This is an optimization exercise on Yosys and OpenROAD, whose aim is small area, not a production implementation. In this exercise RTL edits were held to simulation tests only and were not proved equivalent to the original. No activity file was given, so power comes from the tool's default toggle rates.

==> wip/lagoon: inputs <==
==> flow/design.v <==
`default_nettype none
package uart_pkg;
    localparam int DATA_BITS = 8;
    typedef logic [DATA_BITS - 1 : 0] uart_byte_t;
endpackage
`default_nettype wire
`default_nettype none
package monitor_pkg;
    localparam int ADDR_BITS = 8;
    localparam int MEM_DEPTH = 1 << ADDR_BITS;
    typedef logic [ADDR_BITS - 1 : 0] addr_t;
    typedef logic [7:0]               word_t;
    typedef enum logic [7:0] {
        CMD_READ  = 8'hA3,
        CMD_WRITE = 8'h5C,
        CMD_PING  = 8'hF0
    } cmd_t;
    localparam word_t PING_REPLY = 8'hAA;
endpackage
`default_nettype wire
`timescale 1ns/1ps
`default_nettype none
module monitor_ram (
    input  logic                clk,
    input  monitor_pkg::word_t  wdata,
    input  logic                we,
    output monitor_pkg::word_t  head
);
    localparam int W = 8 * monitor_pkg::MEM_DEPTH;
    logic [W - 1 : 0] ring;
    assign head = ring[7:0];
    always_ff @(posedge clk) begin
        ring <= {(we ? wdata : ring[7:0]), ring[W - 1 : 8]};
    end
endmodule
`default_nettype wire
`timescale 1ns/1ps
`default_nettype none
module command_monitor (
    input  logic                 clk,
    input  logic                 rst,
    input  logic [9:0]           clk_per_bit,
    input  logic                 rxd,
    output logic                 txd,
    output monitor_pkg::word_t   mem_wdata,
    output logic                 mem_we,
    input  monitor_pkg::word_t   mem_head
);
    localparam logic [9:0] SAMPLE_AT = 10'd8;
    typedef enum logic [1:0] {
        M_IDLE,      
        M_RX,        
        M_WAIT,      
        M_TX         
    } mode_t;
    typedef enum logic [1:0] {
        C_OTHER,
        C_READ,
        C_WRITE,
        C_PING
    } cls_t;
    mode_t              mode;
    cls_t               cls;
    logic               rx_prev;
    logic [9:0]         cnt;
    logic [9:0]         sr;
    logic [1:0]         fpos;
    monitor_pkg::addr_t addr;
    monitor_pkg::word_t wdata;
    monitor_pkg::addr_t ptr;
    logic               wr_pend;
    logic tick;
    logic match;
    logic rx_done;
    logic tx_done;
    monitor_pkg::word_t rx_byte;
    assign tick    = (cnt == 10'd1);
    assign match   = (ptr == addr);
    assign rx_byte = sr[9:2];
    assign rx_done = !sr[1];
    assign tx_done = (sr[9:1] == 9'd0);
    assign txd       = sr[0];
    assign mem_wdata = wdata;
    assign mem_we    = wr_pend && match;
    always_ff @(posedge clk) begin
        rx_prev <= rxd;
    end
    always_ff @(posedge clk) begin
        ptr <= {ptr[6:0], ptr[7] ^ ptr[5] ^ ptr[4] ^ ptr[3] ^ (ptr[6:0] == 7'd0)};
    end
    always_ff @(posedge clk) begin
        if (rst) begin
            mode    <= M_IDLE;
            fpos    <= '0;
            wr_pend <= 1'b0;
            sr[0]   <= 1'b1;
        end else begin
            if (mem_we) begin
                wr_pend <= 1'b0;
            end
            case (mode)
                M_IDLE: begin
                    if (rx_prev && !rxd) begin
                        mode <= M_RX;
                        sr   <= '1;
                    end
                end
                M_RX: begin
                    if (rx_done) begin
                        mode <= M_IDLE;
                        case (fpos)
                            2'd0: begin
                                fpos <= 2'd1;
                                case (rx_byte)
                                    monitor_pkg::CMD_READ:  cls <= C_READ;
                                    monitor_pkg::CMD_WRITE: cls <= C_WRITE;
                                    monitor_pkg::CMD_PING:  cls <= C_PING;
                                    default:                cls <= C_OTHER;
                                endcase
                            end
                            2'd1: begin
                                fpos <= 2'd2;
                                addr <= rx_byte;
                            end
                            default: begin
                                fpos <= 2'd0;
                                if (cls == C_WRITE) begin
                                    wdata   <= rx_byte;
                                    wr_pend <= 1'b1;
                                end
                                if (cls == C_READ || cls == C_PING) begin
                                    mode <= M_WAIT;
                                end
                            end
                        endcase
                    end else if (tick) begin
                        sr <= {rxd, sr[9:1]};
                    end
                end
                M_WAIT: begin
                    if (match) begin
                        mode <= M_TX;
                        sr   <= {1'b1, (cls == C_PING) ? monitor_pkg::PING_REPLY : mem_head, 1'b0};
                    end
                end
                M_TX: begin
                    if (tx_done) begin
                        mode <= M_IDLE;
                    end else if (tick) begin
                        sr <= {1'b0, sr[9:1]};
                    end
                end
                default: mode <= M_IDLE;
            endcase
        end
    end
    always_ff @(posedge clk) begin
        if (mode == M_IDLE && rx_prev && !rxd) begin
            cnt <= SAMPLE_AT;
        end else if (tick || mode == M_WAIT) begin
            cnt <= clk_per_bit;
        end else begin
            cnt <= cnt - 1'b1;
        end
    end
endmodule
`default_nettype wire
`timescale 1ns/1ps
`default_nettype none
module uart_monitor_top #(
    parameter int CLK_BITS  = 10,
    parameter int STOP_BITS = 1
) (
    input  logic                    clk,
    input  logic                    rst,
    input  logic [CLK_BITS - 1 : 0] clk_per_bit,
    input  logic                    uart_rx,
    output logic                    uart_tx
);
    monitor_pkg::word_t mem_wdata;
    logic               mem_we;
    monitor_pkg::word_t mem_head;
    command_monitor command_monitor_i (
        .clk        (clk),
        .rst        (rst),
        .clk_per_bit(clk_per_bit),
        .rxd        (uart_rx),
        .txd        (uart_tx),
        .mem_wdata  (mem_wdata),
        .mem_we     (mem_we),
        .mem_head   (mem_head)
    );
    monitor_ram monitor_ram_i (
        .clk  (clk),
        .wdata(mem_wdata),
        .we   (mem_we),
        .head (mem_head)
    );
endmodule
`default_nettype wire
==> flow/flow/run.sh <==
#!/bin/bash
export CTS_ARGS="-sink_clustering_enable -repair_clock_nets -sink_clustering_size 12 -sink_clustering_max_diameter 40 -buf_list sky130_fd_sc_hd__clkbuf_4 -dont_use_dummy_load"
export BUFFER_PORTS_ARGS="-buffer_cell sky130_fd_sc_hd__buf_1"
bash standard.sh > standard.log 2>&1
==> flow/standard.sh <==
#!/bin/bash
# synth_recipe.tcl (not shown) runs the flow's synth.tcl, then flattens the netlist and writes it again
# the make line also repeats each setting of config.mk as NAME=value (left out here)
make -C /OpenROAD-flow-scripts/flow DESIGN_CONFIG=/design/flow/config.mk WORK_HOME=/design/flow/orfs CLKGATE_MAP_FILE= SYNTH_SCRIPT=/design/flow/synth_recipe.tcl "${@:-finish}"
==> flow/config.mk <==
export PLATFORM = sky130hd
export DESIGN_NAME = uart_monitor_top
export DESIGN_NICKNAME = uart_monitor_top
export VERILOG_FILES = /design/flow/design.v
export SDC_FILE = /design/flow/constraint.sdc
export NUM_CORES = 4
export LEC_CHECK = 0
export CAP_MARGIN = 40
export CORE_MARGIN = 2
export CORE_UTILIZATION = 60
export CTS_BUF_LIST = sky130_fd_sc_hd__clkbuf_8
export CTS_CLUSTER_DIAMETER = 40
export CTS_CLUSTER_SIZE = 20
export SLEW_MARGIN = 30
==> flow/constraint.sdc <==
create_clock -name core_clock -period 10.0 [get_ports {clk}]
set_input_delay 2.0000 -clock core_clock [delete_from_list [all_inputs] [get_ports {clk}]]
set_output_delay 2.0000 -clock core_clock [all_outputs]
set_load 0.01 [all_outputs]
==> inputs of wip/xenon, as changes to wip/lagoon <==
==> flow/design.v, changed modules only <==
module command_monitor (
    input  logic                 clk,
    input  logic                 rst,
    input  logic [9:0]           clk_per_bit,
    input  logic                 rxd,
    output logic                 txd,
    output monitor_pkg::word_t   mem_wdata,
    output logic                 mem_we,
    input  monitor_pkg::word_t   mem_head
);
    typedef enum logic [1:0] {
        M_IDLE,      
        M_RX,        
        M_WAIT,      
        M_TX         
    } mode_t;
    typedef enum logic [1:0] {
        C_OTHER,
        C_READ,
        C_WRITE,
        C_PING
    } cls_t;
    mode_t              mode;
    cls_t               cls;
    logic               rx_q;
    logic [9:0]         cnt;
    logic [3:0]         bitn;
    logic [7:0]         rx_sr;
    logic [8:0]         tx_sr;
    logic [1:0]         fpos;
    monitor_pkg::addr_t addr;
    monitor_pkg::addr_t ptr;
    logic               wr_pend;
    logic tick;
    logic match;
    assign tick  = (cnt == 10'd1);
    assign match = (ptr == addr);
    assign txd       = tx_sr[0];
    assign mem_wdata = tx_sr[8:1];
    assign mem_we    = wr_pend && match;
    always_ff @(posedge clk) begin
        rx_q <= rxd;
    end
    always_ff @(posedge clk) begin
        if (rst) begin
            ptr <= '0;
        end else begin
            ptr <= ptr + 1'b1;
        end
    end
    always_ff @(posedge clk) begin
        if (rst) begin
            mode     <= M_IDLE;
            fpos     <= '0;
            wr_pend  <= 1'b0;
            tx_sr[0] <= 1'b1;
        end else begin
            if (mem_we) begin
                wr_pend <= 1'b0;
            end
            case (mode)
                M_IDLE: begin
                    if (!rx_q) begin
                        mode <= M_RX;
                        cnt  <= {1'b0, clk_per_bit[9:1]};
                        bitn <= '0;
                    end
                end
                M_RX: begin
                    if (tick) begin
                        cnt  <= clk_per_bit;
                        bitn <= bitn + 1'b1;
                        if (bitn != 4'd9) begin
                            rx_sr <= {rx_q, rx_sr[7:1]};
                        end else begin
                            mode <= M_IDLE;
                            case (fpos)
                                2'd0: begin
                                    fpos <= 2'd1;
                                    case (rx_sr)
                                        monitor_pkg::CMD_READ:  cls <= C_READ;
                                        monitor_pkg::CMD_WRITE: cls <= C_WRITE;
                                        monitor_pkg::CMD_PING:  cls <= C_PING;
                                        default:                cls <= C_OTHER;
                                    endcase
                                end
                                2'd1: begin
                                    fpos <= 2'd2;
                                    addr <= rx_sr;
                                end
                                default: begin
                                    fpos <= 2'd0;
                                    if (cls == C_WRITE) begin
                                        tx_sr[8:1] <= rx_sr;
                                        wr_pend    <= 1'b1;
                                    end
                                    if (cls == C_READ || cls == C_PING) begin
                                        mode <= M_WAIT;
                                    end
                                end
                            endcase
                        end
                    end else begin
                        cnt <= cnt - 1'b1;
                    end
                end
                M_WAIT: begin
                    if (match) begin
                        mode  <= M_TX;
                        cnt   <= clk_per_bit;
                        bitn  <= '0;
                        tx_sr <= {(cls == C_PING) ? monitor_pkg::PING_REPLY : mem_head, 1'b0};
                    end
                end
                M_TX: begin
                    if (tick) begin
                        cnt   <= clk_per_bit;
                        bitn  <= bitn + 1'b1;
                        tx_sr <= {1'b1, tx_sr[8:1]};
                        if (bitn == 4'd8) begin
                            mode <= M_IDLE;
                        end
                    end else begin
                        cnt <= cnt - 1'b1;
                    end
                end
                default: mode <= M_IDLE;
            endcase
        end
    end
endmodule
==> flow/run.sh (new file) <==
#!/bin/bash
# synth_recipe.tcl (not shown) runs the flow's synth.tcl, then flattens the netlist and writes it again
# the make line also repeats each setting of config.mk as NAME=value (left out here)
make -C /OpenROAD-flow-scripts/flow DESIGN_CONFIG=/design/flow/config.mk WORK_HOME=/design/flow/orfs CLKGATE_MAP_FILE= SYNTH_SCRIPT=/design/flow/synth_recipe.tcl finish
CORE_UTILIZATION = 40   (was 60)
CTS_BUF_LIST = not set   (was sky130_fd_sc_hd__clkbuf_8)
CTS_CLUSTER_DIAMETER = not set   (was 40)
CTS_CLUSTER_SIZE = not set   (was 20)
removed: flow/flow/run.sh
removed: flow/standard.sh
==> inputs of wip/quartz, as changes to wip/lagoon <==
==> flow/flow/run.sh (replaced) <==
#!/bin/bash
export CTS_ARGS="-sink_clustering_enable -repair_clock_nets -sink_clustering_size 16 -sink_clustering_max_diameter 40 -buf_list {sky130_fd_sc_hd__clkbuf_4 sky130_fd_sc_hd__clkbuf_8} -dont_use_dummy_load"
export BUFFER_PORTS_ARGS="-buffer_cell sky130_fd_sc_hd__buf_1"
bash standard.sh > standard.log 2>&1
==> inputs of wip/sierra, as changes to wip/lagoon <==
==> flow/flow/run.sh (replaced) <==
#!/bin/bash
# The standard layout (standard.sh), except that clock tree synthesis
# inserts no dummy loads. ORFS output goes to standard.log.
export CTS_ARGS="-sink_clustering_enable -repair_clock_nets -sink_clustering_size 20 -sink_clustering_max_diameter 40 -buf_list sky130_fd_sc_hd__clkbuf_8 -dont_use_dummy_load"
bash standard.sh > standard.log 2>&1
==> comparison <==
- Register-to-register slack is about the same in wip/sierra and wip/lagoon.
- In synthesized cell count, wip/quartz and wip/lagoon do not differ.
- The highest worst hold slack belongs to wip/xenon, the lowest to wip/lagoon.
- Against wip/lagoon, the cell count of wip/xenon is larger by 18%.
- In critical path depth, wip/sierra and wip/quartz do not differ.
- The highest count of clock-buffer cells in the layout belongs to wip/xenon, the lowest to wip/sierra.
- Between wip/quartz and wip/lagoon, the lower global-route usage is in wip/quartz (gap 0.10 points).
- The highest fmax belongs to wip/quartz, the lowest to wip/sierra.
- The lowest first-iteration DRC count belongs to wip/quartz, the highest to wip/xenon.
- Between wip/lagoon and wip/sierra, the lower via count is in wip/sierra (gap about 2.7%, measured against wip/sierra).
- Sequential power is about the same in wip/quartz and wip/sierra.

-- re-timing with driven ports --
In the flow no input, the clock included, has a driving cell. The finished layouts below were timed again as built, in two steps.
Step 1 assumes that a clkbuf_16 drives the clock port and a buf_2 every other input.
Step 2, shift: input delay + t, output delay - t, t = (earliest + latest rising clock arrival at the registers) / 2. This alone moves slack from input paths to output paths.
Slacks: ideal ports / drivers / drivers and shift; pairs: ideal ports / drivers.
| run | t, ns | slack for setup (ns) | clock arrival spread, ns | worst data-port slew with drivers (ns) |
|---|---|---|---|---|
| wip/lagoon | 1.018 | 6.426 / 6.367 / 5.951 | 0.093 / 0.092 | 0.10 |
| wip/xenon | 0.792 | 6.272 / 6.206 / 5.781 | 0.024 / 0.024 | 0.11 |
| wip/quartz | 0.801 | 6.674 / 6.615 / 5.952 | 0.099 / 0.098 | 0.10 |
| wip/sierra | 0.795 | 6.270 / 6.216 / 5.548 | 0.084 / 0.084 | 0.10 |
After both steps setup and hold are still met in every run listed.
